From an optimization exercise on the open Yosys and OpenROAD flow, aimed at small area; shortcuts taken in it are not production practice. Only simulation tests tie the RTL to the original design; equivalence was not proved. No activity file was given, so power comes from the tool's default toggle rates.

## alu_issue_stage
module alu_issue_stage #(
  parameter int N    = 32,
  parameter int NREG = 32,
  parameter int AW   = $clog2(NREG)
) (
  input  logic          clk,
  input  logic          rst,
  input  logic          cmd_valid,
  output logic          cmd_ready,
  input  logic [3:0]    cmd_op,
  input  logic [AW-1:0] cmd_rd,
  input  logic [AW-1:0] cmd_rs,
  input  logic [AW-1:0] cmd_rt,
  input  logic          ld_en,
  input  logic [AW-1:0] ld_addr,
  input  logic [N-1:0]  ld_data,
  output logic [N-1:0]  alu_X,
  output logic [N-1:0]  alu_Y,
  output logic [3:0]    alu_op,
  input  logic [N-1:0]  alu_Z,
  input  logic          alu_equal,
  input  logic          alu_overflow,
  input  logic          alu_zero,
  output logic          wb_valid,
  output logic [AW-1:0] wb_rd,
  output logic [N-1:0]  wb_data,
  output logic          flag_equal,
  output logic          flag_zero,
  output logic          flag_ovf,
  output logic          sticky_ovf,
  input  logic          flag_clr,
  output logic          bad_op,
  input  logic [AW-1:0] dbg_addr,
  output logic [N-1:0]  dbg_data,
  output logic [1:0]    dbg_state
);
Settings: LEC_CHECK=0, CAP_MARGIN=10, CORE_MARGIN=2, CORE_UTILIZATION=50, CTS_BUF_LIST=sky130_fd_sc_hd__clkbuf_8, CTS_CLUSTER_DIAMETER=60, CTS_CLUSTER_SIZE=16, GPL_TIMING_DRIVEN=0, PLACE_DENSITY=0.6, SLEW_MARGIN=10, SYNTH_HIERARCHICAL=1; clock period 8.0 ns.
standard.sh (not shown) runs the stock make flow with config.mk's settings and CLKGATE_MAP_FILE= SYNTH_SCRIPT=/design/flow/synth_recipe.tcl, a recipe that flattens the netlist after the stock synthesis.
==> flow/flow/run.sh <==
#!/bin/bash
# Standard ORFS layout with two changes: port buffers use the smallest
# buffer, and clock tree synthesis inserts no dummy loads.
set -euo pipefail
export BUFFER_PORTS_ARGS="-buffer_cell sky130_fd_sc_hd__buf_1"
export CTS_ARGS="-sink_clustering_enable -repair_clock_nets -dont_use_dummy_load -sink_clustering_size 16 -sink_clustering_max_diameter 60 -buf_list sky130_fd_sc_hd__clkbuf_8"
bash standard.sh > flow_make.log 2>&1
The starting point finished with timing, DRC and antenna clean.
Next try:
CAP_MARGIN = 5   (was 10)
CORE_UTILIZATION = 55   (was 50)
PLACE_DENSITY = 0.7   (was 0.6)
SLEW_MARGIN = 5   (was 10)
With this change the flow finished but failed the layout checks on capacitance limit, slew limit; global-route usage grows by 0.80 points; cell count is lower by about 3.5%; area after synthesis stays the same; core utilization goes up by 3.6 points; worst hold slack gets better by 0.0056 ns; final area went down by about 3.6%; sequential power is about the same; routed wire length decreases by about 7.5%; register-to-register slack is worse by 0.34 ns; clock-buffer cell count drops by 8; via count goes down by about 1.7%.
Next try:
CAP_MARGIN = 10   (was 5)
GPL_TIMING_DRIVEN = unset   (was 0)
SLEW_MARGIN = 10   (was 5)
The new run went through all stages and came out clean.
Via count is higher by 0.77%.
Core utilization went up by 0.24 points.
Final area rises by 0.40%.
Total power stays flat.
Die area does not change.
Routed wire length went down by 2.6%.
Cell count increases by 1.4%.
Next try:
==> flow/flow/run.sh (replaced) <==
#!/bin/bash
# Standard ORFS layout with two changes: port buffers use the smallest
# buffer, and clock tree synthesis inserts no dummy loads.
set -euo pipefail
export BUFFER_PORTS_ARGS="-buffer_cell sky130_fd_sc_hd__buf_1"
export CTS_ARGS="-sink_clustering_enable -repair_clock_nets -dont_use_dummy_load -sink_clustering_size 18 -sink_clustering_max_diameter 60 -buf_list sky130_fd_sc_hd__clkbuf_8"
bash standard.sh > flow_make.log 2>&1
CORE_UTILIZATION = 50   (was 55)
CTS_CLUSTER_SIZE = 18   (was 16)
PLACE_DENSITY = 0.6   (was 0.7)
Result:
- count of clock-buffer cells in the layout goes up by 4
- area after synthesis is unchanged
- global-route usage came out lower by 0.47 points
- power grows by 1.7%
Next try:
==> flow/flow/run.sh (replaced) <==
#!/bin/bash
# Standard ORFS layout with two changes: port buffers use the smallest
# buffer, and clock tree synthesis inserts no dummy loads.
set -euo pipefail
export BUFFER_PORTS_ARGS="-buffer_cell sky130_fd_sc_hd__buf_1"
export CTS_ARGS="-sink_clustering_enable -repair_clock_nets -dont_use_dummy_load -sink_clustering_size 16 -sink_clustering_max_diameter 60 -buf_list sky130_fd_sc_hd__clkbuf_8"
bash standard.sh > flow_make.log 2>&1
CTS_CLUSTER_SIZE = 16   (was 18)
Routed wire length stays flat.
Via count stays flat.
Final area barely changes.
Setup slack gets better by 0.012 ns.
Sequential power barely changes.
Clock power barely changes.
Maximum frequency stays flat.
Die area does not change.
Utilization stays flat.

* * *

alu_issue_stage, a different RTL version from the one above (not shown whole).
Size: about 3600 cells after synthesis, about 42000 um2 of cells after synthesis.
// alu_issue_stage
module alu_issue_stage #(
  parameter int N    = 32,
  parameter int NREG = 32,
  parameter int AW   = $clog2(NREG)
) (
  input  logic          clk,
  input  logic          rst,
  input  logic          cmd_valid,
  output logic          cmd_ready,
  input  logic [3:0]    cmd_op,
  input  logic [AW-1:0] cmd_rd,
  input  logic [AW-1:0] cmd_rs,
  input  logic [AW-1:0] cmd_rt,
  input  logic          ld_en,
  input  logic [AW-1:0] ld_addr,
  input  logic [N-1:0]  ld_data,
  output logic [N-1:0]  alu_X,
  output logic [N-1:0]  alu_Y,
  output logic [3:0]    alu_op,
  input  logic [N-1:0]  alu_Z,
  input  logic          alu_equal,
  input  logic          alu_overflow,
  input  logic          alu_zero,
  output logic          wb_valid,
  output logic [AW-1:0] wb_rd,
  output logic [N-1:0]  wb_data,
  output logic          flag_equal,
  output logic          flag_zero,
  output logic          flag_ovf,
  output logic          sticky_ovf,
  input  logic          flag_clr,
  output logic          bad_op,
  input  logic [AW-1:0] dbg_addr,
  output logic [N-1:0]  dbg_data,
  output logic [1:0]    dbg_state
);
clock: 8.0 ns
lec_check: 0
cap_margin: 10
core_margin: 2
core_utilization: 60
cts_buf_list: sky130_fd_sc_hd__clkbuf_8
place_density: 0.7
slew_margin: 10
synth_hierarchical: 1
run.sh (not shown) runs the stock make flow with config.mk's settings and CLKGATE_MAP_FILE= SYNTH_SCRIPT=/design/flow/synth_recipe.tcl, a recipe that flattens the netlist after the stock synthesis.
Stock flow here: none of the scripts above is used.
The first run passed the timing, design-rule and antenna checks.
Change:
==> flow/flow/run.sh (new file) <==
#!/bin/bash
# Standard ORFS layout with two changes: port buffers use the smallest
# buffer, and clock tree synthesis inserts no dummy loads.
set -euo pipefail
export BUFFER_PORTS_ARGS="-buffer_cell sky130_fd_sc_hd__buf_1"
export CTS_ARGS="-sink_clustering_enable -repair_clock_nets -dont_use_dummy_load -sink_clustering_size 16 -sink_clustering_max_diameter 60 -buf_list sky130_fd_sc_hd__clkbuf_8"
bash standard.sh > flow_make.log 2>&1
==> flow/standard.sh (new file) <==
#!/bin/bash
# synth_recipe.tcl (not shown) runs the flow's synth.tcl, then flattens the netlist and writes it again
# the make line also repeats each setting of config.mk as NAME=value (left out here)
make -C /OpenROAD-flow-scripts/flow DESIGN_CONFIG=/design/flow/config.mk WORK_HOME=/design/flow/orfs CLKGATE_MAP_FILE= SYNTH_SCRIPT=/design/flow/synth_recipe.tcl "${@:-finish}"
- CORE_UTILIZATION: 60 -> 50
- CTS_CLUSTER_DIAMETER: unset -> 60
- CTS_CLUSTER_SIZE: unset -> 16
- PLACE_DENSITY: 0.7 -> 0.6
removed: flow/run.sh
- setup slack gets better by 0.48 ns
- flip-flop and latch count is unchanged
- synthesized cell count is unchanged
- worst hold slack barely changes
- die area is higher by 20%
Change:
- CAP_MARGIN: 10 -> 0
- CORE_UTILIZATION: 50 -> 55
- PLACE_DENSITY: 0.6 -> 0.7
- SLEW_MARGIN: 10 -> 0
Effect: The new run completed with no timing, DRC or antenna violations; sequential share of layout area goes up by 0.31 points; core utilization increases by 5.3 points; non-clock buffer count drops by 2; wire length came out lower by 2.1%; hold slack gets better by 0.011 ns.

## what the ideal ports hide
The flow's constraints put no driver on any port. The routed layouts listed below were extracted and timed again, unchanged, in two steps. Step 1 sets driving cells, clkbuf_16 on the clock port and buf_2 on the other inputs (assumed; they add their load-dependent delay and slew). Step 2 adds t to the input delays and takes it off the output delays; t is the mean of the earliest and latest rising clock arrival at the registers after step 1. Input paths then give back, and output paths get back, about the clock's delay inside the block. Three values: no drivers, after step 1, after step 2; two values: the first two.
run | t, ns | setup WS [ns] | latest minus earliest clock arrival (ns)
the first run of note 1 | 0.796 | 1.568 / 1.532 / 1.532 | 0.066 / 0.066
the second run of note 1 | 0.788 | 1.176 / 1.103 / 1.158 | 0.079 / 0.079
the third run of note 1 | 0.788 | 1.043 / 0.972 / 1.428 | 0.060 / 0.060
the fourth run of note 1 | 0.804 | 1.218 / 1.148 / 1.295 | 0.094 / 0.094
the fifth run of note 1 | 0.807 | 1.230 / 1.160 / 1.318 | 0.070 / 0.071
the first run of note 2 | 0.891 | 0.496 / 0.426 / 0.887 | 0.046 / 0.046
the second run of note 2 | 0.793 | 0.979 / 0.911 / 1.500 | 0.068 / 0.068
the third run of note 2 | 0.787 | 0.872 / 0.802 / 1.322 | 0.090 / 0.089
The setup slack of the first run of note 1, which loses most, moves by -0.036 ns with the drivers and by -0.036 ns with both steps.
